This design comes from an exercise in tuning for small area, a short achievable clock period and few clock cycles per item on the open sky130 flow, not from production work.
In this exercise RTL edits were held to simulation tests only and were not proved equivalent to the original.
Power figures rest on the tool's default switching activity, not on a simulated workload.

===== design/flow/config.mk =====
export PLATFORM = sky130hd
export DESIGN_NAME = decode_pipe_top
export DESIGN_NICKNAME = decode_pipe_top
export VERILOG_FILES = /design/flow/design.v
export SDC_FILE = /design/flow/constraint.sdc
export NUM_CORES = 4
export LEC_CHECK = 0
export ABC_AREA = 1
export CAP_MARGIN = 20
export CORE_MARGIN = 2
export CORE_UTILIZATION = 65
export CTS_CLUSTER_DIAMETER = 100
export CTS_CLUSTER_SIZE = 25
export SETUP_SLACK_MARGIN = 1.95
export SLEW_MARGIN = 20

===== design/flow/constraint.sdc =====
create_clock -name core_clock -period 5.5 [get_ports {clk}]
set_input_delay 1.1000 -clock core_clock [delete_from_list [all_inputs] [get_ports {clk}]]
set_output_delay 1.1000 -clock core_clock [all_outputs]
set_load 0.01 [all_outputs]

===== design/flow/design.v =====
`default_nettype none
package taurus_decode_pkg;
    localparam int xlen = 64;
    typedef enum logic [2:0] {
        fmt_r       = 3'd0,
        fmt_i       = 3'd1,
        fmt_s       = 3'd2,
        fmt_b       = 3'd3,
        fmt_u       = 3'd4,
        fmt_j       = 3'd5,
        fmt_illegal = 3'd6
    } inst_fmt_e;
    localparam logic [6:0] op_lui       = 7'b0110111;
    localparam logic [6:0] op_auipc     = 7'b0010111;
    localparam logic [6:0] op_jal       = 7'b1101111;
    localparam logic [6:0] op_jalr      = 7'b1100111;
    localparam logic [6:0] op_branch    = 7'b1100011;
    localparam logic [6:0] op_load      = 7'b0000011;
    localparam logic [6:0] op_store     = 7'b0100011;
    localparam logic [6:0] op_op_imm    = 7'b0010011;
    localparam logic [6:0] op_op        = 7'b0110011;
    localparam logic [6:0] op_op_imm_32 = 7'b0011011;
    localparam logic [6:0] op_op_32     = 7'b0111011;
    localparam logic [6:0] op_system    = 7'b1110011;
    localparam logic [2:0] cls_r     = 3'd0;
    localparam logic [2:0] cls_i     = 3'd1;
    localparam logic [2:0] cls_s     = 3'd2;
    localparam logic [2:0] cls_b     = 3'd3;
    localparam logic [2:0] cls_lui   = 3'd4;
    localparam logic [2:0] cls_j     = 3'd5;
    localparam logic [2:0] cls_ill   = 3'd6;
    localparam logic [2:0] cls_auipc = 3'd7;
    localparam int entry_w = xlen + 25 + 3 + 3;
    localparam int record_w = entry_w - 3 + 31 + 3;
    function automatic integer ceil_log2(input integer n);
        integer r, i;
        begin
            r = 0;
            for (i = 0; i < 31; i = i + 1) begin
                if ((1 << i) < n) r = i + 1;
            end
            ceil_log2 = r;
        end
    endfunction
endpackage
`default_nettype wire
`timescale 1ns/1ps
`default_nettype none
module common_bypass_buffer #(
    parameter int width      = 1,
    parameter int main_width = 1
) (
    input  wire      clk,
    input  wire      reset,
    input  wire [width-1:0] prev_data,
    input  wire      prev_valid,
    output logic     prev_ready,
    output logic [width-1:0]      sel_data,
    input  wire  [main_width-1:0] main_data,
    output logic [main_width-1:0] next_data,
    output logic     next_valid,
    input  wire      next_ready
);
    logic [width-1:0] skid_q;
    logic             main_v, skid_v;
    assign prev_ready = !skid_v;
    assign next_valid = main_v;
    assign sel_data   = skid_v ? skid_q : prev_data;
    always_ff @(posedge clk) begin
        if (!skid_v) begin
            skid_q <= prev_data;
        end
    end
    always_ff @(posedge clk) begin
        if (!main_v || next_ready) begin
            next_data <= main_data;
        end
    end
    always_ff @(posedge clk) begin
        if (reset) begin
            main_v <= 1'b0;
            skid_v <= 1'b0;
        end else begin
            if (!main_v || next_ready) begin
                main_v <= skid_v || prev_valid;
                skid_v <= 1'b0;
            end else if (!skid_v) begin
                skid_v <= prev_valid;
            end
        end
    end
endmodule
`default_nettype wire
`timescale 1ns/1ps
`default_nettype none
module decode_stage (
    input  wire  [31:0] in_inst,
    output logic [2:0]  out_cls
);
    always_comb begin
        case (in_inst[6:0])
            taurus_decode_pkg::op_op, taurus_decode_pkg::op_op_32:
                out_cls = taurus_decode_pkg::cls_r;
            taurus_decode_pkg::op_op_imm, taurus_decode_pkg::op_op_imm_32, taurus_decode_pkg::op_load,
            taurus_decode_pkg::op_jalr, taurus_decode_pkg::op_system:
                out_cls = taurus_decode_pkg::cls_i;
            taurus_decode_pkg::op_store:  out_cls = taurus_decode_pkg::cls_s;
            taurus_decode_pkg::op_branch: out_cls = taurus_decode_pkg::cls_b;
            taurus_decode_pkg::op_lui:    out_cls = taurus_decode_pkg::cls_lui;
            taurus_decode_pkg::op_auipc:  out_cls = taurus_decode_pkg::cls_auipc;
            taurus_decode_pkg::op_jal:    out_cls = taurus_decode_pkg::cls_j;
            default:                      out_cls = taurus_decode_pkg::cls_ill;
        endcase
    end
endmodule
module target_sel_stage (
    input  wire        op5,
    input  wire        op3,
    input  wire        op2,
    output logic [2:0] out_sel
);
    assign out_sel = {!op2, op2 && op3, op2 && !op3 && op5};
endmodule
`default_nettype wire
`timescale 1ns/1ps
`default_nettype none
module imm_gen_stage (
    input  wire  [2:0]  in_cls,
    input  wire  [31:7] inst,
    output taurus_decode_pkg::inst_fmt_e out_fmt,
    output logic [4:0]  out_rd,
    output logic [taurus_decode_pkg::xlen-1:0] out_imm
);
    always_comb begin
        case (in_cls)
            taurus_decode_pkg::cls_r:     out_fmt = taurus_decode_pkg::fmt_r;
            taurus_decode_pkg::cls_i:     out_fmt = taurus_decode_pkg::fmt_i;
            taurus_decode_pkg::cls_s:     out_fmt = taurus_decode_pkg::fmt_s;
            taurus_decode_pkg::cls_b:     out_fmt = taurus_decode_pkg::fmt_b;
            taurus_decode_pkg::cls_lui,
            taurus_decode_pkg::cls_auipc: out_fmt = taurus_decode_pkg::fmt_u;
            taurus_decode_pkg::cls_j:     out_fmt = taurus_decode_pkg::fmt_j;
            default:                      out_fmt = taurus_decode_pkg::fmt_illegal;
        endcase
    end
    assign out_rd = (in_cls == taurus_decode_pkg::cls_s || in_cls == taurus_decode_pkg::cls_b)
                    ? 5'd0 : inst[11:7];
    always_comb begin
        case (in_cls)
            taurus_decode_pkg::cls_i:   out_imm = {{52{inst[31]}}, inst[31:20]};
            taurus_decode_pkg::cls_s:   out_imm = {{52{inst[31]}}, inst[31:25], inst[11:7]};
            taurus_decode_pkg::cls_b:   out_imm = {{51{inst[31]}}, inst[31], inst[7],
                                                   inst[30:25], inst[11:8], 1'b0};
            taurus_decode_pkg::cls_lui,
            taurus_decode_pkg::cls_auipc: out_imm = {{32{inst[31]}}, inst[31:12], 12'd0};
            taurus_decode_pkg::cls_j:   out_imm = {{43{inst[31]}}, inst[31], inst[19:12],
                                                   inst[20], inst[30:21], 1'b0};
            default:                    out_imm = '0;
        endcase
    end
endmodule
`default_nettype wire
`timescale 1ns/1ps
`default_nettype none
module target_operand_stage (
    input  wire  [2:0]  in_sel,
    input  wire  [31:1] in_pc,
    input  wire  [31:7] inst,
    output logic [31:1] out_base,
    output logic [31:1] out_addend
);
    always_comb begin
        if (in_sel[2]) begin
            out_addend = {{19{inst[31]}}, inst[31], inst[7], inst[30:25], inst[11:8]};
        end else if (in_sel[1]) begin
            out_addend = {{11{inst[31]}}, inst[31], inst[19:12], inst[20], inst[30:21]};
        end else begin
            out_addend = {inst[31:12], 11'd0};
        end
    end
    assign out_base = in_sel[0] ? 31'd0 : in_pc;
endmodule
module target_calc_stage (
    input  wire  [2:0]  in_cls,
    input  wire  [31:1] in_base,
    input  wire  [31:1] in_addend,
    input  wire  [31:1] in_pc,
    input  wire         inst31,
    output logic [31:1] out_target_lo,
    output logic        out_inc,       
    output logic        out_dec,       
    output logic        out_lui        
);
    logic        use_imm;
    logic [31:1] sum;
    logic [31:2] link;
    logic        sum_carry, link_carry;
    assign use_imm = in_cls == taurus_decode_pkg::cls_b || in_cls == taurus_decode_pkg::cls_j
                  || in_cls == taurus_decode_pkg::cls_auipc || in_cls == taurus_decode_pkg::cls_lui;
    prefix_adder #(.width(31)) u_add (
        .a    (in_base),
        .b    (in_addend),
        .sum  (sum),
        .cout (sum_carry)
    );
    assign {link_carry, link} = {1'b0, in_pc[31:2]} + 31'd1;
    assign out_target_lo = use_imm ? sum : {link, in_pc[1]};
    assign out_inc = use_imm ? sum_carry && !inst31 : link_carry;
    assign out_dec = use_imm && !sum_carry && inst31;
    assign out_lui = in_cls == taurus_decode_pkg::cls_lui;
endmodule
module target_hi_stage (
    input  wire  [63:32] in_pc,
    input  wire          inst31,
    input  wire          inc,
    input  wire          dec,
    input  wire          lui,
    output logic [63:32] out_target_hi
);
    logic [63:32] run;    
    prefix_and #(.width(32)) u_run (
        .a   (in_pc ^ {32{dec}}),
        .all (run)
    );
    assign out_target_hi = lui ? {32{inst31}} : in_pc ^ ({32{inc || dec}} & run);
endmodule
module prefix_and #(
    parameter int width = 8
) (
    input  wire  [width-1:0] a,
    output logic [width-1:0] all
);
    localparam int levels = taurus_decode_pkg::ceil_log2(width);
    logic [width-1:0] t [0:levels];
    always_comb begin
        t[0] = {a[width-2:0], 1'b1};
        for (int l = 0; l < levels; l++) begin
            for (int i = 0; i < width; i++) begin
                if ((i >> l) % 2 == 1) begin
                    t[l+1][i] = t[l][i] & t[l][((i >> l) << l) - 1];
                end else begin
                    t[l+1][i] = t[l][i];
                end
            end
        end
    end
    assign all = t[levels];
endmodule
module prefix_adder #(
    parameter int width = 8,
    parameter int style = 1
) (
    input  wire  [width-1:0] a,
    input  wire  [width-1:0] b,
    output logic [width-1:0] sum,
    output logic             cout
);
    localparam int levels = taurus_decode_pkg::ceil_log2(width);
    logic [width-1:0] g [0:levels];
    logic [width-1:0] p [0:levels];
    always_comb begin
        g[0] = a & b;
        p[0] = a ^ b;
        for (int l = 0; l < levels; l++) begin
            for (int i = 0; i < width; i++) begin
                if (style == 0) begin
                    if (i >= (1 << l)) begin
                        g[l+1][i] = g[l][i] | (p[l][i] & g[l][i - (1 << l)]);
                        p[l+1][i] = p[l][i] & p[l][i - (1 << l)];
                    end else begin
                        g[l+1][i] = g[l][i];
                        p[l+1][i] = p[l][i];
                    end
                end else begin
                    if ((i >> l) % 2 == 1) begin
                        g[l+1][i] = g[l][i] | (p[l][i] & g[l][((i >> l) << l) - 1]);
                        p[l+1][i] = p[l][i] & p[l][((i >> l) << l) - 1];
                    end else begin
                        g[l+1][i] = g[l][i];
                        p[l+1][i] = p[l][i];
                    end
                end
            end
        end
    end
    assign sum  = p[0] ^ {g[levels][width-2:0], 1'b0};
    assign cout = g[levels][width-1];
endmodule
`default_nettype wire
`timescale 1ns/1ps
`default_nettype none
module decode_pipe_top (
    input  wire             clk,
    input  wire             reset,
    input  wire             in_valid,
    output logic            in_ready,
    input  wire [taurus_decode_pkg::xlen-1:0]  in_pc,
    input  wire [31:0]      in_inst,
    output logic            out_valid,
    input  wire             out_ready,
    output logic [taurus_decode_pkg::xlen-1:0] out_pc,
    output taurus_decode_pkg::inst_fmt_e       out_fmt,
    output logic [4:0]      out_rd,
    output logic [taurus_decode_pkg::xlen-1:0] out_imm,
    output logic [taurus_decode_pkg::xlen-1:0] out_target
);
    logic [2:0]  in_cls, s_cls, q_cls;
    logic [63:0] s_pc;
    logic [31:7] s_inst, q_inst;
    logic [31:1] s_tlo, q_tlo;
    logic        s_inc, s_dec, s_lui, q_inc, q_dec, q_lui;
    logic [2:0]  s_op;      
    logic [2:0]  s_sel;
    logic [31:1] s_base, s_addend;
    decode_stage u_decode (
        .in_inst (in_inst),
        .out_cls (in_cls)
    );
    target_sel_stage u_target_sel (
        .op5     (s_op[2]),
        .op3     (s_op[1]),
        .op2     (s_op[0]),
        .out_sel (s_sel)
    );
    target_operand_stage u_operand (
        .in_sel     (s_sel),
        .in_pc      (s_pc[31:1]),
        .inst       (s_inst),
        .out_base   (s_base),
        .out_addend (s_addend)
    );
    target_calc_stage u_target_calc (
        .in_cls        (s_cls),
        .in_base       (s_base),
        .in_addend     (s_addend),
        .in_pc         (s_pc[31:1]),
        .inst31        (s_inst[31]),
        .out_target_lo (s_tlo),
        .out_inc       (s_inc),
        .out_dec       (s_dec),
        .out_lui       (s_lui)
    );
    common_bypass_buffer #(
        .width      (taurus_decode_pkg::entry_w),
        .main_width (taurus_decode_pkg::record_w)
    ) u_buffer (
        .clk        (clk),
        .reset      (reset),
        .prev_data  ({in_pc, in_inst[31:7], in_cls, in_inst[5], in_inst[3:2]}),
        .prev_valid (in_valid),
        .prev_ready (in_ready),
        .sel_data   ({s_pc, s_inst, s_cls, s_op}),
        .main_data  ({s_pc, s_inst, s_cls, s_tlo, s_inc, s_dec, s_lui}),
        .next_data  ({out_pc, q_inst, q_cls, q_tlo, q_inc, q_dec, q_lui}),
        .next_valid (out_valid),
        .next_ready (out_ready)
    );
    imm_gen_stage u_imm_gen (
        .in_cls  (q_cls),
        .inst    (q_inst),
        .out_fmt (out_fmt),
        .out_rd  (out_rd),
        .out_imm (out_imm)
    );
    target_hi_stage u_target_hi (
        .in_pc         (out_pc[63:32]),
        .inst31        (q_inst[31]),
        .inc           (q_inc),
        .dec           (q_dec),
        .lui           (q_lui),
        .out_target_hi (out_target[63:32])
    );
    assign out_target[31:1] = q_tlo;
    assign out_target[0]    = out_pc[0] && !q_lui;
endmodule
`default_nettype wire

===== design/flow/flow/run.sh =====
#!/bin/bash
# The standard layout (standard.sh) with four changes:
#  - the port buffers are the smallest buffer cell (buf_1), resized later as
#    timing needs;
#  - full adders are left to ABC instead of being extracted into adder cells;
#  - the upper-half and lower-half target logic are mapped on their own, so
#    that ABC keeps their depth short;
#  - the slow stacked AND/OR cells are kept out of mapping and resizing, on
#    top of the platform's own don't-use list.
# Each tool's full output is in the ORFS logs under orfs/logs; make's own
# output is in standard.log.
PLATFORM_DONT_USE="sky130_fd_sc_hd__probe_p_8 sky130_fd_sc_hd__probec_p_8 sky130_fd_sc_hd__lpflow_bleeder_1 sky130_fd_sc_hd__lpflow_clkbufkapwr_1 sky130_fd_sc_hd__lpflow_clkbufkapwr_16 sky130_fd_sc_hd__lpflow_clkbufkapwr_2 sky130_fd_sc_hd__lpflow_clkbufkapwr_4 sky130_fd_sc_hd__lpflow_clkbufkapwr_8 sky130_fd_sc_hd__lpflow_clkinvkapwr_1 sky130_fd_sc_hd__lpflow_clkinvkapwr_16 sky130_fd_sc_hd__lpflow_clkinvkapwr_2 sky130_fd_sc_hd__lpflow_clkinvkapwr_4 sky130_fd_sc_hd__lpflow_clkinvkapwr_8 sky130_fd_sc_hd__lpflow_decapkapwr_12 sky130_fd_sc_hd__lpflow_decapkapwr_3 sky130_fd_sc_hd__lpflow_decapkapwr_4 sky130_fd_sc_hd__lpflow_decapkapwr_6 sky130_fd_sc_hd__lpflow_decapkapwr_8 sky130_fd_sc_hd__lpflow_inputiso0n_1 sky130_fd_sc_hd__lpflow_inputiso0p_1 sky130_fd_sc_hd__lpflow_inputiso1n_1 sky130_fd_sc_hd__lpflow_inputiso1p_1 sky130_fd_sc_hd__lpflow_inputisolatch_1 sky130_fd_sc_hd__lpflow_isobufsrc_1 sky130_fd_sc_hd__lpflow_isobufsrc_16 sky130_fd_sc_hd__lpflow_isobufsrc_2 sky130_fd_sc_hd__lpflow_isobufsrc_4 sky130_fd_sc_hd__lpflow_isobufsrc_8 sky130_fd_sc_hd__lpflow_isobufsrckapwr_16 sky130_fd_sc_hd__lpflow_lsbuf_lh_hl_isowell_tap_1 sky130_fd_sc_hd__lpflow_lsbuf_lh_hl_isowell_tap_2 sky130_fd_sc_hd__lpflow_lsbuf_lh_hl_isowell_tap_4 sky130_fd_sc_hd__lpflow_lsbuf_lh_isowell_4 sky130_fd_sc_hd__lpflow_lsbuf_lh_isowell_tap_1 sky130_fd_sc_hd__lpflow_lsbuf_lh_isowell_tap_2 sky130_fd_sc_hd__lpflow_lsbuf_lh_isowell_tap_4"
SLOW=""
for c in a2111o a311o a32o a41o and4 and4b and4bb o2111a o311a o32a o41a or3 or3b or4 or4b or4bb maj3; do
  for n in 1 2 4; do SLOW="$SLOW sky130_fd_sc_hd__${c}_$n"; done
done
bash standard.sh BUFFER_PORTS_ARGS="-buffer_cell sky130_fd_sc_hd__buf_1" ADDER_MAP_FILE= \
  DONT_USE_CELLS="$PLATFORM_DONT_USE$SLOW" SYNTH_KEEP_MODULES="target_hi_stage target_calc_stage" finish > standard.log 2>&1

===== design/flow/standard.sh =====
#!/bin/bash
# synth_recipe.tcl (not shown) runs the flow's synth.tcl, then flattens the netlist and writes it again
# the make line also repeats each setting of config.mk as NAME=value (left out here)
make -C /OpenROAD-flow-scripts/flow DESIGN_CONFIG=/design/flow/config.mk WORK_HOME=/design/flow/orfs CLKGATE_MAP_FILE= SYNTH_SCRIPT=/design/flow/synth_recipe.tcl "${@:-finish}"

==> run notes, run 1 <==
result of the run=no timing/DRC/antenna violations; die extent in y=144 µm; Arrival @ worst endpoint=2460 ps; initial DRC count=933; wire length on met1=14.2 mm; Crit Path Category=flip-flop to output pin; proportion of synthesized flip-flops having asynchronous set or reset=0%; worst hold path depth=2; total detailed-routing wirelength=34.6 mm; antenna violations before repair=3; effective utilization at floorplan=65.7%; average vias per placed instance=5.29; number of buffers added to fix hold violations after cts=0; Bufs on Longest Clock Path=3; detailed placement HPWL=24.1 mm; final-layout worst hold slack=459 ps; count of final max-slew check failures=0; unrepaired setup endpoints after global routing=yes; destination of the worst register-to-register timing path=u_buffer.next_data[21]; worst reg2reg path startpoint=u_buffer.skid_v; maximum achievable frequency=281 MHz; growth of design area from synthesis to finish=14.7%; transition time at the pin with the least slew margin=1030 ps; Relative slew margins=31.6%; number of warnings printed during yosys synthesis=9; placed cell count=2231; final critical-path share of the clock period=64.8%; worst reg2reg setup slack=2230 ps; vias in the first global route=10609; Inserted Clock Buffers=12; cells along the critical path=buf_6, buf_8, buf_6, nand2_4, nand3_2, nor2_2, nand2_2, buf_6, nor2_4, buf_12, nand4_1, nand3_1, nand2_1, buf_2; WHS Endpoint=u_buffer.skid_q[69]; Placeable Area=19300 µm²; Clock Pin Slew Worst Setup and Hold Paths=100 ps; # fillers=1542; global-route wire length before repair=52.3 mm; Post-synth top flop=sky130_fd_sc_hd__edfxtp_1; flip-flop and latch area=5730 µm²; leak pwr=0.00715 µW; hold wc startpoint=u_buffer.skid_q[69]; # H-tree levels=1; number of standard cells after synthesis=1746; total iterations of the first detailed-routing run=7; CTS Root Buffer Type=sky130_fd_sc_hd__clkbuf_16; I/O pin count=302; Fin. Hold Viols=0; max-cap viol count=0; number of endpoints failing setup at the final stage=0; Post-Synthesis Net Count=1846; total length of routed met3 wires=2.66 mm; number of nets in the finished design=2106; library cells used by synthesis=49; length in cells of the worst reg-to-reg path=18; insertion delay to the later sink of the worst-skew pair=480 ps; Crit path top cell by count=sky130_fd_sc_hd__buf_6; Layout Cells excl Fill=2279; die area=20700 µm²; mean instance size in the synthesized netlist=7.28 µm²; EDFF count, synth=126; critical path startpoint category=flip-flop; # DRC=0; number of buffers and inverters on the critical path=6; peak ir drop on the vdd network=367 µV; overall routing resource usage=31.8%; wire length per cell after detailed routing=15.2 µm; pin count of the biggest net entering global routing=129; highest layer used for signal routing=met4; Worst Hold Class=flip-flop to flip-flop; minimum period implied by the final worst setup slack=3560 ps; Req. time, crit path=4400 ps; share of the yosys chip area belonging to registers=45.1%; multi-input combinational cell area=5760 µm²; worst setup margin=1940 ps; detailed-route via count=12045; crit path max fanout=11; PwrDens=273 nW/µm²; CP Capture Type=output pin; critical path's top delay family=buffers and inverters; DR WL met2=16.3 mm; residual overflow from global routing=0; number of clock sinks=223; final weighted congestion in routability-driven placement=0.957; slowest cell on the critical path=sky130_fd_sc_hd__edfxtp_1; share of post-route cells with drive strength above 1=10.6%; count of input and output buffers=301; antenna viol nets, final=0; TritonCTS clock tree=yes; total number of placement rows=51; Netlist Area Pre-Place=12700 µm²; register bit count reported by yosys=223; largest stage delay on the critical path=400 ps; Die W=144 µm; final sum of negative setup slack=0 ps; setup clock skew after layout=18.8 ps; Placement Setup Slack=1420 ps
[tightest hold or removal path, stage by stage (launching register included)]
cell                      delay, ps
sky130_fd_sc_hd__dfxtp_1        320
sky130_fd_sc_hd__nand2_1         40
sky130_fd_sc_hd__nand2_1         70
[sequential cells by signal (all words and copies together) (netlist names)]
| register | flops |
|---|---|
| u_buffer.skid_q | 95 |
| u_buffer.skid_v | 1 |
| u_buffer.next_data | 126 |
| u_buffer.main_v | 1 |
[repair_timing]
| action | CTS | global route |
|---|---|---|
| cloned | 4 | 2 |
| setup endpoints to repair | 94 | 90 |
| setup buffers | 10 | 10 |
| resized for setup | 38 | 67 |
| pin swaps | 4 | 18 |
[final cells by class]
type | count | area share, %
tap | 265 | 2.28
sequential | 223 | 39.3
timing repair buffer | 327 | 10.3
antenna | 3 | 0.0515
inverter | 225 | 5.97
clock buffer | 19 | 2.46
timing repair inverter | 1 | 0.0515
multi-input combinational | 1216 | 39.5
[report_power, final]
part	switching, µW	total (µW)	internal (µW)
sequential	73.4	2000	1920
combinational	707	1030	321
clock	506	959	453
[cells in the mapped netlist (all sizes together), types with 3 or more instances]
cell	instances	area share, %
buf	77	4.4
nor3	19	0.79
o22ai	7	0.34
nand2	700	22
or2	9	0.46
o21ai	80	3.6
clkbuf	8	0.24
nand3	123	5.0
nor2	171	6.2
nor4	3	0.15
o211ai	3	0.18
clkinv	4	0.13
xor2	13	1.0
a31oi	4	0.20
xnor2	9	0.62
nand4	26	1.3
edfxtp	126	30
dfxtp	97	15
a21oi	32	1.3
inv	221	6.5
[metal layers]
| metal | vias to the layer above | GRT usage [%] |
|---|---|---|
| met5 | - | 0 |
| met4 | 0 | 13.6 |
| met3 | 86 | 4.73 |
| met2 | 540 | 53.9 |
| met1 | 5423 | 40.9 |
| li1 | 5996 | - |
[how the worst max path moves through the flow]
stage / startpoint / endpoint / slack [ps] / depth (start not counted)
after global routing: u_buffer.next_data[1] / out_target[56] / 1780 / 15
after CTS: u_buffer.next_data[1] / out_target[58] / 1930 / 13
after global placement: u_buffer.next_data[1] / out_target[53] / 1310 / 11
final: u_buffer.next_data[1] / out_target[52] / 1940 / 14
after floorplan: in_inst[3] / u_buffer.next_data[32] / 2340 / 19
after detailed placement: in_inst[2] / u_buffer.next_data[8] / 1420 / 15
[stage by stage]
step,util [%],total power [µW],cell area (µm²)
finish,75.4,3980,14600
global route,75.4,4180,14600
CTS,73.9,3960,14300
detailed placement,70.6,2980,13700
global placement,70.5,2950,13600
floorplan,-,2720,12700
[Yosys stat by module (local to each module, per instance)]
module | times used | cells inside | area [µm²] | flops+latches
decode_pipe_top | 1 | 816 | 8330 | 223
target_calc_stage | 1 | 581 | 2710 | 0
target_hi_stage | 1 | 349 | 1660 | 0
[kinds of logic (layout without fill, tap and decap cells)]
family                    after synthesis  after routing  synth area share, %
and+or+nand+nor                      1055           1057                 35.8
AOI/OAI and AO/OA                     136            137                 6.21
DFF                                   223            223                 45.1
buffers and inverters                 310            572                 11.3
xor gates and xnor gates               22             22                 1.63
other                                   0              3                    0
[cells in the final DEF (no fill, tap or decap), types with 26 or more instances in the layout]
cell / instances
sky130_fd_sc_hd__nand2_2: 39
sky130_fd_sc_hd__nand3_1: 115
sky130_fd_sc_hd__nor2_1: 130
sky130_fd_sc_hd__nand4_1: 26
sky130_fd_sc_hd__o21ai_0: 53
sky130_fd_sc_hd__nand2_1: 652
sky130_fd_sc_hd__a21oi_1: 29
sky130_fd_sc_hd__inv_1: 210
sky130_fd_sc_hd__dfxtp_1: 96
sky130_fd_sc_hd__buf_1: 276
sky130_fd_sc_hd__edfxtp_1: 126
Testbench counts, summed over its fixed seeds: cycles 9,165, items 8,000.
==> run 2, diff against run 1 <==
--- a/design/flow/config.mk
+++ b/design/flow/config.mk
@@ -9,7 +9,8 @@
 export CAP_MARGIN = 20
 export CORE_MARGIN = 2
 export CORE_UTILIZATION = 65
+export CTS_BUF_LIST = sky130_fd_sc_hd__clkbuf_8 sky130_fd_sc_hd__clkbuf_16
 export CTS_CLUSTER_DIAMETER = 100
-export CTS_CLUSTER_SIZE = 25
-export SETUP_SLACK_MARGIN = 1.95
+export CTS_CLUSTER_SIZE = 20
+export SETUP_SLACK_MARGIN = 1.8
 export SLEW_MARGIN = 20
==> run 2 against run 1 <==
Effect of this change: still clean on timing, DRC and antenna; worst hold slack got worse by 5.2 ps; largest cell class is now registers; clock power is 11% higher; largest power group unchanged; sequential cell count did not move; utilization is 0.90 points lower; critical endpoint is now out_target[62]; global-route usage shrank 0.17 points.
==> run notes, run 2 <==
Bufs on Longest Clock Path=3 (unchanged); setup clock skew after layout=20.2 ps (+1.45 ps); total number of placement rows=51 (unchanged); transition time at the pin with the least slew margin=1030 ps (+3.75 ps); number of nets in the finished design=2099 (-0.33%); final design utilization=74.5% (-0.90 points); slowest cell on the critical path=sky130_fd_sc_hd__edfxtp_1; peak ir drop on the vdd network=340 µV (-7.4%); share of post-route cells with drive strength above 1=8.12% (-2.5 points); most common cell in the netlist=sky130_fd_sc_hd__nand2_1; mean instance size in the synthesized netlist=7.28 µm² (unchanged); final sum of negative setup slack=0 ps (unchanged); Post-Synthesis Net Count=1846 (unchanged); residual overflow from global routing=0 (unchanged); part of the power in the clock network=26.2% (+2.1 points); # DRC=0 (unchanged); dominant cells by area after synthesis=sky130_fd_sc_hd__edfxtp_1 (30%), sky130_fd_sc_hd__nand2_1 (20%), sky130_fd_sc_hd__dfxtp_1 (15%), sky130_fd_sc_hd__inv_1 (6.2%), sky130_fd_sc_hd__nand3_1 (4.6%); final weighted congestion in routability-driven placement=0.957 (unchanged); Netlist Area Pre-Place=12700 µm² (unchanged); insertion delay to the later sink of the worst-skew pair=480 ps (about the same); detailed placement HPWL=24.1 mm (unchanged); detailed-route via count=11904 (-1.2%); result of the run=no timing/DRC/antenna violations; Reg power frac=49.3% (-0.8 points); number of clock sinks=223 (unchanged); minimum period implied by the final worst setup slack=3620 ps (+54.8 ps); unrepaired setup endpoints after global routing=yes; number of endpoints failing setup at the final stage=0 (unchanged); top cell types by occurrence after synthesis=sky130_fd_sc_hd__nand2_1 (665), sky130_fd_sc_hd__inv_1 (211), sky130_fd_sc_hd__nor2_1 (138); max-cap viol count=0 (unchanged); share of the yosys chip area belonging to registers=45.1% (unchanged); Placeable Area=19300 µm² (unchanged); leak pwr=0.00707 µW (-1.1%); CP Capture Type=output pin; fraction of synthesized cell area taken by the top area cell type=29.8% (unchanged); number of standard cells after synthesis=1746 (unchanged); wire length per cell after detailed routing=15.0 µm (-0.89%); die extent in y=144 µm (unchanged); Crit path top cell by count=sky130_fd_sc_hd__nand2_1; Clock Pin Slew Worst Setup and Hold Paths=90 ps (about the same); commonest cells after routing, fill and taps aside=sky130_fd_sc_hd__nand2_1 (663), sky130_fd_sc_hd__buf_1 (298), sky130_fd_sc_hd__inv_1 (219); Crit Path Category=flip-flop to output pin; flip-flop count of the largest register after layout=126 (unchanged); CTS Root Buffer Type=sky130_fd_sc_hd__clkbuf_16; fraction of power spent switching nets=32.5% (+0.26 points); antenna violations before repair=2 (-1); net switching power=1320 µW (+2.5%); Arrival @ worst endpoint=2520 ps (+60 ps); Fin. Hold Viols=0 (unchanged); Worst Hold Class=flip-flop to flip-flop; combinational cell fraction of total power=24.6% (-1.2 points); EDFF count, synth=126 (unchanged); initial DRC count=900 (-3.5%); I/O pin count=302 (unchanged); die area=20700 µm² (unchanged); library cells used by synthesis=49 (unchanged); biggest area consumer among synthesized cells=sky130_fd_sc_hd__edfxtp_1; PwrDens=281 nW/µm² (+2.9%); Die W=144 µm (unchanged); total iterations of the first detailed-routing run=8 (+1); # H-tree levels=1 (unchanged); number of warnings printed during yosys synthesis=9 (unchanged); pin count of the biggest net entering global routing=129 (unchanged); Relative slew margins=31.4% (-0.25 points); number of buffers and inverters on the critical path=3 (-3); largest stage delay on the critical path=400 ps (about the same); commonest non-fill, non-tap cell in the layout=sky130_fd_sc_hd__nand2_1; Inserted Clock Buffers=15 (+3); Largest Register=u_buffer.next_data; critical path startpoint category=flip-flop; Req. time, crit path=4400 ps (about the same); largest registers ranked by flip-flop count=u_buffer.next_data (126), u_buffer.skid_q (95); proportion of synthesized flip-flops having asynchronous set or reset=0% (unchanged); TritonCTS clock tree=yes; global-route wire length before repair=52.1 mm (-0.37%); Post-synth top flop=sky130_fd_sc_hd__edfxtp_1; critical path's top delay family=simple AND/OR/NAND/NOR gates; vias in the first global route=10664 (+0.52%); cells along the critical path=buf_6, buf_6, nand2_1, nand2_1, nor2_4, nand3_1, nor2_4, nand3_1, nand2_1, nand3_1, nand2_1, clkbuf_2; final critical-path share of the clock period=65.8% (+1.0 points); count of final max-slew check failures=0 (unchanged); internal power of the cells=2730 µW (+1.3%); total detailed-routing wirelength=34.2 mm (-1.1%); growth of design area from synthesis to finish=13.3%; maximum achievable frequency=276 MHz (-1.5%); crit path max fanout=7 (-4); overall routing resource usage=31.7% (-0.17 points); antenna viol nets, final=0 (unchanged); average vias per placed instance=5.23 (-0.95%); count of input and output buffers=301 (unchanged); register bit count reported by yosys=223 (unchanged); effective utilization at floorplan=65.7% (unchanged)
run 2: cell counts after synthesis:
No cell type changed its count.
run 2: repair_timing:
item,4_1_cts,5_1_grt
pin swaps,2,5
buffers inserted,7,4
resized for setup,8,30
gates cloned,3,2
endpoints found under the setup margin,77,95
hold buffers,0,0
run 2: logic make-up after synthesis:
logic type	Yosys count	share of synthesized area, %
and+or+nand+nor	1055	35.8
buffers and inverters	310	11.3
DFF	223	45.1
AOI/OAI and AO/OA	136	6.21
xor gates and xnor gates	22	1.63
run 2: path summary, 6_finish.rpt:
kind                              start                     end  slack (ps)  depth (start not counted)
setup / recovery  u_buffer.next_data[1]          out_target[62]        1880                         12
hold reg to reg     u_buffer.skid_q[69]     u_buffer.skid_q[69]         450                          2
hold / removal      u_buffer.skid_q[69]     u_buffer.skid_q[69]         450                          2
setup reg to reg        u_buffer.skid_v  u_buffer.next_data[31]        2120                         20
run 2: power groups by stage:
stage	Clock, µW	Sequential, µW	Combinational (µW)
3_3_place_gp	0	2030	916
5_1_grt	1120	2010	1120
2_1_floorplan	0	2050	668
6_report	1060	2000	994
4_1_cts	1060	2000	968
3_5_place_dp	0	2030	946
run 2: worst min-delay path, cell delays in order (launching register included):
cell                      delay [ps]
sky130_fd_sc_hd__dfxtp_1         310
sky130_fd_sc_hd__nand2_1          40
sky130_fd_sc_hd__nand2_1          70
run 2: routing by layer:
metal	wire length [µm]	GRT usage [%]	up-vias	part of all wire [%]
li1	-	-	5992	-
met1	14100	40.9	5276	41
met2	16000	53.8	549	47
met3	2830	4.97	87	8.3
met4	1330	12.2	0	3.9
met5	0	0	-	0
run 2: through the flow:
stage	power [µW]	hold slack (ps)	cells	instance area, µm²	setup WS (ps)
floorplan	2720	414	1746	12700	2340
global placement	2950	423	2230	13600	1310
detailed placement	2980	432	2231	13700	1420
CTS	4030	453	2266	14200	1810
global route	4240	474	2274	14400	1780
finish	4050	454	2274	14400	1880
run 2: final cells by class:
class,instances,area (µm²)
sequential,223,5730
multi-input combinational,1216,5660
fill,1574,4940
timing repair buffer,317,1380
inverter,225,858
clock buffer,15,375
tap,265,332
clock inverter,10,53.8
timing repair inverter,1,7.51
antenna,2,5.00
run 2: Yosys stat by module (local to each module, per instance):
module             times used  flops+latches  cells inside  area [µm²]
target_calc_stage           1              0           581        2710
decode_pipe_top             1            223           816        8330
target_hi_stage             1              0           349        1660
==> run 3, diff against run 2 <==
--- a/design/flow/flow/run.sh
+++ b/design/flow/flow/run.sh
@@ -3,7 +3,8 @@
 #  - the port buffers are the smallest buffer cell (buf_1), resized later as
 #    timing needs;
 #  - full adders are left to ABC instead of being extracted into adder cells;
-#  - the upper-half and lower-half target logic are mapped on their own, so
+#  - the upper-half and lower-half target logic and the adder operands are
+#    mapped on their own (kept as modules through ABC, flattened after), so
 #    that ABC keeps their depth short;
 #  - the slow stacked AND/OR cells are kept out of mapping and resizing, on
 #    top of the platform's own don't-use list.
@@ -15,4 +16,4 @@
   for n in 1 2 4; do SLOW="$SLOW sky130_fd_sc_hd__${c}_$n"; done
 done
 bash standard.sh BUFFER_PORTS_ARGS="-buffer_cell sky130_fd_sc_hd__buf_1" ADDER_MAP_FILE= \
-  DONT_USE_CELLS="$PLATFORM_DONT_USE$SLOW" SYNTH_KEEP_MODULES="target_hi_stage target_calc_stage" finish > standard.log 2>&1
+  DONT_USE_CELLS="$PLATFORM_DONT_USE$SLOW" SYNTH_KEEP_MODULES="target_hi_stage target_calc_stage target_operand_stage" finish > standard.log 2>&1
==> design/flow/config.mk (replaced) <==
export PLATFORM = sky130hd
export DESIGN_NAME = decode_pipe_top
export DESIGN_NICKNAME = decode_pipe_top
export VERILOG_FILES = /design/flow/design.v
export SDC_FILE = /design/flow/constraint.sdc
export NUM_CORES = 4
export LEC_CHECK = 0
export CAP_MARGIN = 20
export CORE_MARGIN = 2
export CORE_UTILIZATION = 65
export CTS_CLUSTER_DIAMETER = 100
export CTS_CLUSTER_SIZE = 25
export SETUP_SLACK_MARGIN = 1.8
export SLEW_MARGIN = 20
==> run 3 against run 2 <==
Effect of this change: critical path type is now input port to flip-flop; fmax is 12% lower; synthesized cell count fell by 35%; sequential power about the same; still clean on timing, DRC and antenna; final area grew 5.2%; largest cell class is now multi-input combinational cells.
==> run notes, run 3 <==
met1 global-route usage=37.9% (-3.0 points); count of input and output buffers=301 (unchanged); minimum period implied by the final worst setup slack=4100 ps (+487 ps); EDFF count, synth=126 (unchanged); placed cell count=1590 (-29%); proportion of synthesized flip-flops having asynchronous set or reset=0% (unchanged); Inserted Clock Buffers=12 (-3); gr busiest metal=met2; count of final max-slew check failures=0 (unchanged); Fin. Hold Viols=0 (unchanged); final weighted congestion in routability-driven placement=0.928 (-2.9%); number of nets in the finished design=1550 (-26%); vias in the first global route=9083 (-15%); PnR Total Power=4070 µW (+0.61%); detailed placement HPWL=20.9 mm (-13%); critical path startpoint category=input port; # DRC=0 (unchanged); # H-tree levels=1 (unchanged); slowest cell on the critical path=sky130_fd_sc_hd__a311oi_4; register bit count reported by yosys=223 (unchanged); number of warnings printed during yosys synthesis=9 (unchanged); initial DRC count=728 (-19%); peak ir drop on the vdd network=243 µV (-28%); I/O pin count=302 (unchanged); number of clock sinks=223 (unchanged); antenna violations before repair=1 (-1); detailed-route via count=10150 (-15%); Worst Hold Class=flip-flop to flip-flop; transition time at the pin with the least slew margin=881 ps (-149 ps); CP Capture Type=flip-flop; unrepaired setup endpoints after global routing=yes; total number of placement rows=50 (-2.0%); combinational cell fraction of total power=27.4% (+2.8 points); commonest non-fill, non-tap cell in the layout=sky130_fd_sc_hd__buf_1; result of the run=no timing/DRC/antenna violations; Req. time, crit path=5710 ps (+1310 ps); wire length per cell after detailed routing=19.7 µm (+31%); final critical-path share of the clock period=74.6% (+8.9 points); effective utilization at floorplan=65.6% (-0.11 points); fraction of power spent switching nets=30.3% (-2.2 points); antenna viol nets, final=0 (unchanged); biggest area consumer among synthesized cells=sky130_fd_sc_hd__edfxtp_1; met2 layer usage reported by global route=51.4% (-2.4 points); number of endpoints failing setup at the final stage=0 (unchanged); growth of design area from synthesis to finish=24.3%; commonest cells after routing, fill and taps aside=sky130_fd_sc_hd__buf_1 (281), sky130_fd_sc_hd__edfxtp_1 (126), sky130_fd_sc_hd__dfxtp_1 (96); pin count of the biggest net entering global routing=129 (unchanged); residual overflow from global routing=0 (unchanged); most common cell in the netlist=sky130_fd_sc_hd__edfxtp_1; global-route wire length before repair=47.1 mm (-9.6%); net switching power=1230 µW (-6.3%); hold wc startpoint=u_buffer.skid_q[92]; Die W=141 µm (-2.0%); CTS Root Buffer Type=sky130_fd_sc_hd__clkbuf_16; leak pwr=0.00582 µW (-18%); average vias per placed instance=6.00 (+15%); largest stage delay on the critical path=310 ps (-90 ps); worst hold path depth=1 (-1); number of buffers added to fix hold violations after cts=0 (unchanged); worst reg2reg path startpoint=u_buffer.skid_v; crit path max fanout=8 (+1); dominant cells by area after synthesis=sky130_fd_sc_hd__edfxtp_1 (31%), sky130_fd_sc_hd__dfxtp_1 (16%), sky130_fd_sc_hd__mux2_2 (6.9%), sky130_fd_sc_hd__xnor2_1 (4.5%), sky130_fd_sc_hd__xor2_1 (3.0%); met3 track utilization from global routing=4.18% (-0.79 points); total iterations of the first detailed-routing run=5 (-3); insertion delay to the later sink of the worst-skew pair=480 ps (about the same); destination of the worst register-to-register timing path=u_buffer.next_data[14]; max-cap viol count=0 (unchanged); Largest Register=u_buffer.next_data; flip-flop count of the largest register after layout=126 (unchanged); top cell types by occurrence after synthesis=sky130_fd_sc_hd__edfxtp_1 (126), sky130_fd_sc_hd__dfxtp_1 (97), sky130_fd_sc_hd__mux2_2 (75); Arrival @ worst endpoint=4310 ps (+1790 ps); share of post-route cells with drive strength above 1=26.9% (+19 points); number of standard cells after synthesis=1130 (-35%); length in cells of the worst reg-to-reg path=14 (-30%); largest registers ranked by flip-flop count=u_buffer.next_data (126), u_buffer.skid_q (95); maximum achievable frequency=244 MHz (-12%); Post-Synthesis Net Count=1230 (-33%); Layout Cells excl Fill=1691 (-26%); worst reg2reg setup slack=1480 ps (-640 ps); Bufs on Longest Clock Path=3 (unchanged); library cells used by synthesis=88 (+80%); cells along the critical path=buf_8, mux2_4, nor3b_4, buf_6, buf_12, nor2b_4, buf_4, and2_1, a311oi_4, buf_4, nor3_4, o31ai_1, nand2_1, o21a_1, nor3_1, a21oi_1, xnor2_1, o21ai_0; mean instance size in the synthesized netlist=10.8 µm² (+48%); final sum of negative setup slack=0 ps (unchanged); Clock Pin Slew Worst Setup and Hold Paths=90 ps (about the same); die extent in y=141 µm (-2.0%); Crit path top cell by count=sky130_fd_sc_hd__buf_4; overall routing resource usage=29.4% (-2.3 points); Netlist Area Pre-Place=12200 µm² (-4.1%); Relative slew margins=41.3% (+9.9 points); part of the power in the clock network=23.7% (-2.5 points); Reg power frac=48.9% (-0.4 points); Placeable Area=18600 µm² (-3.9%); internal power of the cells=2840 µW (+4.0%); # fillers=1154 (-27%); TritonCTS clock tree=yes; setup clock skew after layout=26.6 ps (+6.31 ps); fraction of synthesized cell area taken by the top area cell type=31.0% (+1.3 points); Post-synth top flop=sky130_fd_sc_hd__edfxtp_1; share of the yosys chip area belonging to registers=47.0% (+1.9 points); PwrDens=269 nW/µm² (-4.4%); final design utilization=81.5% (+7.1 points); total detailed-routing wirelength=33.4 mm (-2.4%); die area=19900 µm² (-4.0%); WHS Endpoint=u_buffer.skid_q[92]; Crit Path Category=input port to flip-flop
run 3: cell count changes in the layout (fill, tap and decap cells not counted), moves of 24 or more:
cell                      before  now
sky130_fd_sc_hd__nand2_1     663   59
sky130_fd_sc_hd__inv_1       219   47
sky130_fd_sc_hd__nand3_1     116   17
sky130_fd_sc_hd__nor2_1      134   57
sky130_fd_sc_hd__mux2_2        0   73
sky130_fd_sc_hd__buf_4         4   67
sky130_fd_sc_hd__xnor2_1       9   58
sky130_fd_sc_hd__nand2_2      28    1
sky130_fd_sc_hd__o21ai_0      57   31
sky130_fd_sc_hd__a21o_1        1   25
run 3: cells by family (layout without fill, tap and decap cells):
family          after synthesis  in the layout  share of synthesized area, %
simple gates                324            324                          15.8
flops                       223            223                          47.0
buf+inv                     136            462                          6.46
other cells                   0              1                             0
mux                         100            100                          9.76
xor+xnor                    106            106                          7.68
compound gates              241            241                          13.4
run 3: how the worst max path moves through the flow:
stage | depth (start not counted) | endpoint | startpoint
6_report | 18 | u_buffer.next_data[14] | in_inst[3]
5_1_grt | 18 | u_buffer.next_data[14] | in_inst[3]
4_1_cts | 17 | u_buffer.next_data[21] | in_inst[3]
3_5_place_dp | 16 | u_buffer.next_data[24] | in_inst[2]
3_3_place_gp | 16 | u_buffer.next_data[24] | in_inst[2]
2_1_floorplan | 15 | u_buffer.next_data[24] | in_inst[5]
run 3: Yosys stat by module, one instance, submodules excluded:
| module | cells inside | flip-flops and latches | copies in the design | cell area [µm²] |
|---|---|---|---|---|
| target_operand_stage | 81 | 0 | 1 | 513 |
| target_hi_stage | 204 | 0 | 1 | 1370 |
| decode_pipe_top | 469 | 223 | 1 | 7900 |
| target_calc_stage | 376 | 0 | 1 | 2410 |
run 3: power by group through the flow:
stage | clock (µW) | sequential, µW | combinational [µW]
6_report | 966 | 1990 | 1120
5_1_grt | 1040 | 2000 | 1190
4_1_cts | 983 | 1990 | 972
3_5_place_dp | 0 | 2030 | 878
3_3_place_gp | 0 | 2020 | 865
2_1_floorplan | 0 | 2040 | 646
run 3: area by class of cell:
type / instances / area, µm² / share of cell area, %
Inverter: 50 / 189 / 1.25
Timing Repair Buffer: 392 / 2100 / 13.8
Antenna cell: 1 / 2.50 / 0.0165
Sequential cell: 223 / 5730 / 37.8
Tap cell: 234 / 293 / 1.93
Multi-Input combinational cell: 771 / 6480 / 42.8
Clock buffer: 20 / 362 / 2.39
run 3: through the flow:
step | instance area (µm²) | hold slack (ps) | setup slack [ps]
after floorplan | 12400 | 444 | 1600
after global placement | 13300 | 450 | 609
after detailed placement | 13300 | 456 | 449
after CTS | 14400 | 481 | 1760
after global routing | 15100 | 490 | 1370
final | 15200 | 478 | 1400
run 3: routing by layer:
| metal | part of all wire [%] | routed length, µm |
|---|---|---|
| met4 | 4.7 | 1580 |
| met3 | 7.1 | 2380 |
| met5 | 0 | 0 |
| met1 | 39 | 12900 |
| met2 | 50 | 16600 |
run 3: worst max-delay path, delay by kind of cell:
kind	cells	cell delay, ps
simple gates	6	890
mux	1	300
compound gates	5	1050
xor+xnor	1	190
buf+inv	5	770
run 3: what timing repair did:
action / 4_1_cts / 5_1_grt
buffers inserted: 36 / 38
setup endpoints to repair: 56 / 40
resized for setup: 86 / 110
cloned: 4 / 2
pin swaps: 29 / 60
==> run 4, diff against run 3 <==
--- a/design/flow/design.v
+++ b/design/flow/design.v
@@ -217,12 +217,17 @@
     input  wire          lui,
     output logic [63:32] out_target_hi
 );
-    logic [63:32] run;    
-    prefix_and #(.width(32)) u_run (
-        .a   (in_pc ^ {32{dec}}),
-        .all (run)
+    logic [63:32] ones, zeros;    
+    prefix_and #(.width(32)) u_ones (
+        .a   (in_pc),
+        .all (ones)
     );
-    assign out_target_hi = lui ? {32{inst31}} : in_pc ^ ({32{inc || dec}} & run);
+    prefix_and #(.width(32)) u_zeros (
+        .a   (~in_pc),
+        .all (zeros)
+    );
+    assign out_target_hi = lui ? {32{inst31}}
+                               : in_pc ^ (({32{inc}} & ones) | ({32{dec}} & zeros));
 endmodule
 module prefix_and #(
     parameter int width = 8
--- a/design/flow/flow/run.sh
+++ b/design/flow/flow/run.sh
@@ -3,8 +3,7 @@
 #  - the port buffers are the smallest buffer cell (buf_1), resized later as
 #    timing needs;
 #  - full adders are left to ABC instead of being extracted into adder cells;
-#  - the upper-half and lower-half target logic and the adder operands are
-#    mapped on their own (kept as modules through ABC, flattened after), so
+#  - the upper-half and lower-half target logic are mapped on their own, so
 #    that ABC keeps their depth short;
 #  - the slow stacked AND/OR cells are kept out of mapping and resizing, on
 #    top of the platform's own don't-use list.
@@ -16,4 +15,4 @@
   for n in 1 2 4; do SLOW="$SLOW sky130_fd_sc_hd__${c}_$n"; done
 done
 bash standard.sh BUFFER_PORTS_ARGS="-buffer_cell sky130_fd_sc_hd__buf_1" ADDER_MAP_FILE= \
-  DONT_USE_CELLS="$PLATFORM_DONT_USE$SLOW" SYNTH_KEEP_MODULES="target_hi_stage target_calc_stage target_operand_stage" finish > standard.log 2>&1
+  SYNTH_KEEP_MODULES="target_hi_stage target_calc_stage" finish > standard.log 2>&1
--- a/design/flow/config.mk
+++ b/design/flow/config.mk
@@ -5,6 +5,7 @@
 export SDC_FILE = /design/flow/constraint.sdc
 export NUM_CORES = 4
 export LEC_CHECK = 0
+export ABC_AREA = 1
 export CAP_MARGIN = 20
 export CORE_MARGIN = 2
 export CORE_UTILIZATION = 65
==> run 4 against run 3 <==
Effect of this change: still clean on timing, DRC and antenna; sequential cell count unchanged; register-to-register slack gained 550 ps; cell count up 36%; fmax grew 18%; critical endpoint is now out_target[63].
==> run notes, run 4 <==
Critical Path Start=u_buffer.next_data[99]; placed cell count=2280 (+43%); met2 layer usage reported by global route=58.3% (+6.9 points); Clock Pin Slew Worst Setup and Hold Paths=110 ps (+20 ps); overall routing resource usage=33.4% (+4.0 points); unrepaired setup endpoints after global routing=no; share of the yosys chip area belonging to registers=45.0% (-2.0 points); Largest Register=u_buffer.next_data; Fin. Hold Viols=0 (unchanged); largest registers ranked by flip-flop count=u_buffer.next_data (126), u_buffer.skid_q (95); largest stage delay on the critical path=480 ps (+170 ps); insertion delay to the later sink of the worst-skew pair=490 ps (about the same); CP Capture Type=output pin; Layout Cells excl Fill=2306 (+36%); total number of placement rows=51 (+2.0%); Req. time, crit path=4400 ps (-1310 ps); setup clock skew after layout=27.2 ps (+0.627 ps); detailed placement HPWL=25.8 mm (+24%); biggest area consumer among synthesized cells=sky130_fd_sc_hd__edfxtp_1; Placement Setup Slack=1380 ps (+929 ps); I/O pin count=302 (unchanged); Bufs on Longest Clock Path=3 (unchanged); max-cap viol count=0 (unchanged); PnR Total Power=3910 µW (-4.1%); PwrDens=275 nW/µm² (+2.4%); final design utilization=73.4% (-8.2 points); cells along the critical path=inv_1, nand2_1, nor2_1, nand2_2, nor2_4, nand2_1, nand3_1, nand3_1, nand2_1, buf_1; final weighted congestion in routability-driven placement=0.964 (+3.8%); vias in the first global route=11151 (+23%); library cells used by synthesis=49 (-44%); Post-synth top flop=sky130_fd_sc_hd__edfxtp_1; TritonCTS clock tree=yes; Arrival @ worst endpoint=2390 ps (-1920 ps); gr busiest metal=met2; number of buffers added to fix hold violations after cts=0 (unchanged); crit path max fanout=10 (+2); final critical-path share of the clock period=63.5% (-11 points); Crit Path Category=flip-flop to output pin; commonest cells after routing, fill and taps aside=sky130_fd_sc_hd__nand2_1 (693), sky130_fd_sc_hd__buf_1 (299), sky130_fd_sc_hd__inv_1 (217); effective utilization at floorplan=65.8% (+0.18 points); # H-tree levels=1 (unchanged); Post-Synthesis Net Count=1885 (+53%); number of clock sinks=223 (unchanged); Netlist Area Pre-Place=12700 µm² (+4.3%); EDFF count, synth=126 (unchanged); mean instance size in the synthesized netlist=7.12 µm² (-34%); number of standard cells after synthesis=1785 (+58%); Relative slew margins=29.4% (-12 points); peak ir drop on the vdd network=312 µV (+28%); hold wc startpoint=u_buffer.skid_q[83]; transition time at the pin with the least slew margin=1060 ps (+178 ps); count of final max-slew check failures=0 (unchanged); critical path's top delay family=simple AND/OR/NAND/NOR gates; top cell types by occurrence after synthesis=sky130_fd_sc_hd__nand2_1 (695), sky130_fd_sc_hd__inv_1 (217), sky130_fd_sc_hd__nor2_1 (169); number of nets in the finished design=2134 (+38%); CTS Root Buffer Type=sky130_fd_sc_hd__clkbuf_16; Worst Hold Class=flip-flop to flip-flop; slowest cell on the critical path=sky130_fd_sc_hd__edfxtp_1; Inserted Clock Buffers=12 (unchanged); final sum of negative setup slack=0 ps (unchanged); growth of design area from synthesis to finish=11.5%; Die W=144 µm (+2.1%); number of warnings printed during yosys synthesis=9 (unchanged); wire length per cell after detailed routing=15.3 µm (-23%); worst setup margin=2010 ps (+612 ps); commonest non-fill, non-tap cell in the layout=sky130_fd_sc_hd__nand2_1; Placeable Area=19300 µm² (+4.1%); average vias per placed instance=5.28 (-12%); leak pwr=0.00704 µW (+21%); total iterations of the first detailed-routing run=5 (unchanged); maximum achievable frequency=286 MHz (+18%); total detailed-routing wirelength=35.2 mm (+5.3%); critical path startpoint category=flip-flop; die area=20700 µm² (+4.2%); # DRC=0 (unchanged); die extent in y=144 µm (+2.1%); fraction of synthesized cell area taken by the top area cell type=29.8% (-1.3 points); dominant cells by area after synthesis=sky130_fd_sc_hd__edfxtp_1 (30%), sky130_fd_sc_hd__nand2_1 (21%), sky130_fd_sc_hd__dfxtp_1 (15%), sky130_fd_sc_hd__inv_1 (6.4%), sky130_fd_sc_hd__nand3_1 (5.3%); met3 track utilization from global routing=4.90% (+0.72 points); detailed-route via count=12176 (+20%); result of the run=no timing/DRC/antenna violations; minimum period implied by the final worst setup slack=3490 ps (-612 ps); flip-flop count of the largest register after layout=126 (unchanged); global-route wire length before repair=54.8 mm (+16%); number of endpoints failing setup at the final stage=0 (unchanged); met1 global-route usage=41.9% (+4.1 points); initial DRC count=911 (+25%); antenna violations before repair=1 (unchanged); share of post-route cells with drive strength above 1=5.98% (-21 points); register bit count reported by yosys=223 (unchanged); Crit path top cell by count=sky130_fd_sc_hd__nand2_1; residual overflow from global routing=0 (unchanged); count of input and output buffers=301 (unchanged); proportion of synthesized flip-flops having asynchronous set or reset=0% (unchanged); worst reg2reg path startpoint=u_buffer.skid_v; pin count of the biggest net entering global routing=129 (unchanged); antenna viol nets, final=0 (unchanged); number of buffers and inverters on the critical path=2 (-3); most common cell in the netlist=sky130_fd_sc_hd__nand2_1
==> run 4: area by class of cell <==
class	count	area [µm²]
diodes	1	2.50
clock buffers	20	362
fillers	1626	5150
inverters	228	862
multi-input cells	1258	5660
flip-flops and latches	223	5730
well taps	265	332
repair buffers	311	1240
==> run 4: where the power goes <==
| part | switching, µW | internal [µW] |
|---|---|---|
| clock network | 532 | 456 |
| registers | 70.5 | 1920 |
| logic | 652 | 272 |
| total | 1250 | 2650 |
==> run 4: layer usage <==
metal | part of all wire, % | vias to the layer above
li1 | - | 6078
met3 | 7.7 | 91
met4 | 3.6 | 0
met1 | 41 | 5500
met2 | 48 | 507
met5 | 0 | -
==> run 4: cell families after synthesis <==
kind of cell           share of synthesized area, %
flip-flops                                     45.0
AO/OA/AOI/OAI                                  6.14
XOR/XNOR                                       1.36
buffers and inverters                          10.8
AND/OR/NAND/NOR                                36.7
==> run 4: stage by stage <==
step                hold slack (ps)  cell area (µm²)
floorplan                       414            12700
global placement                425            13700
detailed placement              434            13700
CTS                             456            14100
global route                    473            14200
finish                          456            14200
==> run 4: path summary, 6_finish.rpt <==
kind	slack (ps)	depth (start not counted)	to
min reg2reg	460	2	u_buffer.skid_q[83]
max	2010	10	out_target[63]
max reg2reg	2030	21	u_buffer.next_data[20]
min	460	2	u_buffer.skid_q[83]
==> run 4: modules after synthesis (local to each module, per instance) <==
module             cells inside  times used  area [µm²]  flip-flops and latches
target_calc_stage           597           1        2750                       0
decode_pipe_top             816           1        8330                     223
target_hi_stage             372           1        1630                       0
==> run 4: timing repair <==
item,CTS,global route
gates resized for setup,2,16
setup endpoints to repair,50,57
pin swaps,0,1
buffers inserted,2,2
==> run 4: worst register-to-register path, delay by kind of cell, from the launching register on <==
kind                   cells  cell delay (ps)
buffers and inverters      4              620
DFF                        1              390
AOI/OAI and AO/OA          3              650
and+or+nand+nor           14             1580
Testbench counts of run 4, summed over its fixed seeds: cycles 9,165, items 8,000.
==> run 5, diff against run 4 <==
--- a/design/flow/flow/run.sh
+++ b/design/flow/flow/run.sh
@@ -15,4 +15,4 @@
   for n in 1 2 4; do SLOW="$SLOW sky130_fd_sc_hd__${c}_$n"; done
 done
 bash standard.sh BUFFER_PORTS_ARGS="-buffer_cell sky130_fd_sc_hd__buf_1" ADDER_MAP_FILE= \
-  SYNTH_KEEP_MODULES="target_hi_stage target_calc_stage" finish > standard.log 2>&1
+  DONT_USE_CELLS="$PLATFORM_DONT_USE$SLOW" SYNTH_KEEP_MODULES="target_hi_stage target_calc_stage" finish > standard.log 2>&1
==> run 5 against run 4 <==
Effect of this change: still clean; utilization rose by 0.12 points; first-iteration DRC count down 9.7%; largest cell class unchanged; global-route usage is 2.8 points lower.
==> run notes, run 5 <==
final critical-path share of the clock period=63.0% (-0.46 points); residual overflow from global routing=0 (unchanged); flip-flop count of the largest register after layout=126 (unchanged); maximum achievable frequency=288 MHz (+0.72%); max-cap viol count=0 (unchanged); wire length on met1=13.9 mm (-2.7%); overall routing resource usage=30.6% (-2.8 points); top cell types by occurrence after synthesis=sky130_fd_sc_hd__nand2_1 (687), sky130_fd_sc_hd__inv_1 (209), sky130_fd_sc_hd__nor2_1 (166); initial DRC count=823 (-9.7%); antenna violations before repair=1 (unchanged); unrepaired setup endpoints after global routing=yes; die area=20600 µm² (-0.31%); minimum period implied by the final worst setup slack=3470 ps (-25.1 ps); global-route wire length before repair=50.8 mm (-7.3%); PnR Total Power=3880 µW (-0.74%); worst reg2reg path startpoint=u_buffer.skid_v; Bufs on Longest Clock Path=3 (unchanged); dominant cells by area after synthesis=sky130_fd_sc_hd__edfxtp_1 (30%), sky130_fd_sc_hd__nand2_1 (20%), sky130_fd_sc_hd__dfxtp_1 (15%), sky130_fd_sc_hd__inv_1 (6.2%), sky130_fd_sc_hd__nand3_1 (5.3%); Largest Register=u_buffer.next_data; # H-tree levels=1 (unchanged); setup clock skew after layout=30.8 ps (+3.63 ps); Relative slew margins=33.3% (+3.9 points); detailed placement HPWL=23.7 mm (-8.2%); fraction of synthesized cell area taken by the top area cell type=29.8% (+0.094 points); final sum of negative setup slack=0 ps (unchanged); Die W=144 µm (-0.15%); commonest non-fill, non-tap cell in the layout=sky130_fd_sc_hd__nand2_1; Arrival @ worst endpoint=2370 ps (-20 ps); vias in the first global route=10540 (-5.5%); CP Capture Type=output pin; CTS Root Buffer Type=sky130_fd_sc_hd__clkbuf_16; proportion of synthesized flip-flops having asynchronous set or reset=0% (unchanged); worst hold path depth=2 (unchanged); Req. time, crit path=4400 ps (about the same); worst reg2reg setup slack=2120 ps (+90 ps); largest registers ranked by flip-flop count=u_buffer.next_data (126), u_buffer.skid_q (95); commonest cells after routing, fill and taps aside=sky130_fd_sc_hd__nand2_1 (685), sky130_fd_sc_hd__buf_1 (300), sky130_fd_sc_hd__inv_1 (207); number of clock sinks=223 (unchanged); peak ir drop on the vdd network=322 µV (+3.3%); total iterations of the first detailed-routing run=6 (+1); Inserted Clock Buffers=12 (unchanged); insertion delay to the later sink of the worst-skew pair=490 ps (about the same); Netlist Area Pre-Place=12700 µm² (-0.31%); destination of the worst register-to-register timing path=u_buffer.next_data[32]; Crit Path Category=flip-flop to output pin; multi-input combinational cell area=5640 µm² (-0.29%); detailed-route via count=11894 (-2.3%); hold wc startpoint=u_buffer.skid_q[67]; flip-flop and latch area=5730 µm² (unchanged); count of final max-slew check failures=0 (unchanged); share of the yosys chip area belonging to registers=45.2% (+0.14 points); final-layout worst hold slack=455 ps (-0.805 ps); number of endpoints failing setup at the final stage=0 (unchanged); number of warnings printed during yosys synthesis=9 (unchanged); leak pwr=0.00695 µW (-1.2%); number of buffers added to fix hold violations after cts=0 (unchanged); library cells used by synthesis=50 (+2.0%); most common cell in the netlist=sky130_fd_sc_hd__nand2_1; number of nets in the finished design=2118 (-0.75%); # DRC=0 (unchanged); Clock Pin Slew Worst Setup and Hold Paths=100 ps (about the same); die extent in y=144 µm (-0.15%); growth of design area from synthesis to finish=11.7%; Placeable Area=19300 µm² (-0.33%); total detailed-routing wirelength=33.0 mm (-6.2%); count of input and output buffers=301 (unchanged); final weighted congestion in routability-driven placement=0.928 (-3.7%); pin count of the biggest net entering global routing=129 (unchanged); total length of routed met3 wires=2.77 mm (+2.8%); crit path max fanout=10 (unchanged); transition time at the pin with the least slew margin=1000 ps (-58.4 ps); EDFF count, synth=126 (unchanged); result of the run=no timing/DRC/antenna violations; biggest area consumer among synthesized cells=sky130_fd_sc_hd__edfxtp_1; share of post-route cells with drive strength above 1=6.67% (+0.69 points); I/O pin count=302 (unchanged); TritonCTS clock tree=yes; Fin. Hold Viols=0 (unchanged); wire length per cell after detailed routing=14.4 µm (-5.5%); critical path startpoint category=flip-flop; total number of placement rows=51 (unchanged); register bit count reported by yosys=223 (unchanged); effective utilization at floorplan=65.8% (about the same); highest layer used for signal routing=met4; average vias per placed instance=5.19 (-1.6%); Worst Hold Class=flip-flop to flip-flop; number of standard cells after synthesis=1769 (-0.90%); mean instance size in the synthesized netlist=7.17 µm² (+0.59%); # fillers=1631 (+0.31%); DR WL met2=15.4 mm (-9.1%); WHS Endpoint=u_buffer.skid_q[67]; Post-Synthesis Net Count=1869 (-0.85%); Post-synth top flop=sky130_fd_sc_hd__edfxtp_1; PwrDens=274 nW/µm² (-0.58%); length in cells of the worst reg-to-reg path=18 (-14%); antenna viol nets, final=0 (unchanged)
run 5: cell count changes in the layout (fill, tap and decap cells not counted), sizes merged, moves of 2 or more:
cell	previous run	this run
nor3	26	20
inv	226	218
o22ai	5	7
clkinvlp	0	3
o21ai	77	75
nand2	726	719
run 5: worst max-delay path, cell delays in order (launching register included):
cell                       delay (ps)
sky130_fd_sc_hd__edfxtp_1         520
sky130_fd_sc_hd__inv_2            130
sky130_fd_sc_hd__nand2_1           90
sky130_fd_sc_hd__nor2_1           160
sky130_fd_sc_hd__nand2_2          130
sky130_fd_sc_hd__nor2_4           300
sky130_fd_sc_hd__nand2_1          120
sky130_fd_sc_hd__nand3_1           90
sky130_fd_sc_hd__nand3_1           80
sky130_fd_sc_hd__nand2_1           90
sky130_fd_sc_hd__buf_1            170
run 5: area by class of cell:
class,instances,share of cell area [%]
diodes,1,0.0177
well taps,265,2.34
inverters,223,6.06
multi-input cells,1247,39.8
clock buffers,20,2.55
repair buffers,310,8.67
flip-flops and latches,223,40.5
repair inverters,1,0.0530
run 5: report_power, final:
group	internal, µW	leakage [µW]	switching, µW
registers	1920	0.00213	69.5
logic	272	0.00465	635
clock network	456	0.000174	521
total	2650	0.00695	1230
run 5: logic make-up after synthesis:
group / after synthesis / share of synthesized area [%]
and+or+nand+nor: 1093 / 36.6
buffers and inverters: 299 / 10.7
DFF: 223 / 45.2
AOI/OAI and AO/OA: 136 / 6.22
xor gates and xnor gates: 18 / 1.36
run 5: worst max path at each step:
stage,slack (ps),depth (start not counted),start,endpoint
floorplan,2340,19,in_inst[3],u_buffer.next_data[32]
global placement,1280,18,u_buffer.skid_v,u_buffer.next_data[32]
detailed placement,1150,18,u_buffer.skid_v,u_buffer.next_data[29]
CTS,1820,6,u_buffer.next_data[35],out_imm[22]
global route,1790,18,u_buffer.skid_v,u_buffer.next_data[33]
finish,2030,10,u_buffer.next_data[94],out_target[60]
run 5: modules after synthesis, one instance, submodules excluded:
| module | flip-flops and latches | cell area, µm² |
|---|---|---|
| target_calc_stage | 0 | 2710 |
| decode_pipe_top | 223 | 8330 |
| target_hi_stage | 0 | 1630 |
run 5: through the flow:
stage	instances	instance area, µm²	worst slack (ps)	utilization (%)
floorplan	1769	12700	2340	-
global placement	2262	13700	1280	70.9
detailed placement	2262	13700	1150	70.9
CTS	2283	14100	1820	73.0
global route	2290	14200	1790	73.5
finish	2290	14200	2030	73.5
run 5: repair_timing:
item / CTS / global route
cloned: 0 / 1
endpoints found under the hold margin: 0 / 0
buffers inserted: 1 / 5
setup endpoints to repair: 65 / 70
gates resized for setup: 4 / 14
run 5: per-layer routing:
layer	track usage (%)	vias to the layer above
li1	-	6032
met1	41.0	5301
met2	51.6	498
met3	4.20	63
met4	9.96	0
met5	0	-

[separate check: timing with driven ports]
The flow's constraints put no driver on any port. The routed layouts listed below were extracted and timed again, unchanged, in two steps. Step 1, drivers: a clkbuf_16 drives clk and a buf_2 each remaining input, both assumed. Step 2 also shifts input and output timing later by t, the mid clock arrival at the registers, as if the neighbouring blocks saw the same clock. a / b / c = ideal ports / drivers / drivers and shift; a / b = the first two.
run	t, ns	setup WS [ns]	hold WS [ns]
run 1	0.513	1.937 / 1.891 / 1.753	0.459 / 0.459 / 0.459
run 2	0.516	1.882 / 1.834 / 1.588	0.454 / 0.454 / 0.454
run 3	0.517	1.395 / 1.390 / 0.873	0.478 / 0.478 / 0.478
run 4	0.528	2.007 / 1.958 / 1.604	0.456 / 0.456 / 0.456
run 5	0.519	2.032 / 1.987 / 1.571	0.455 / 0.455 / 0.455
After both steps every run listed still meets setup and hold. For run 3, which loses most, drivers alone change the setup slack by -0.005 ns; drivers and shift together by -0.522 ns.
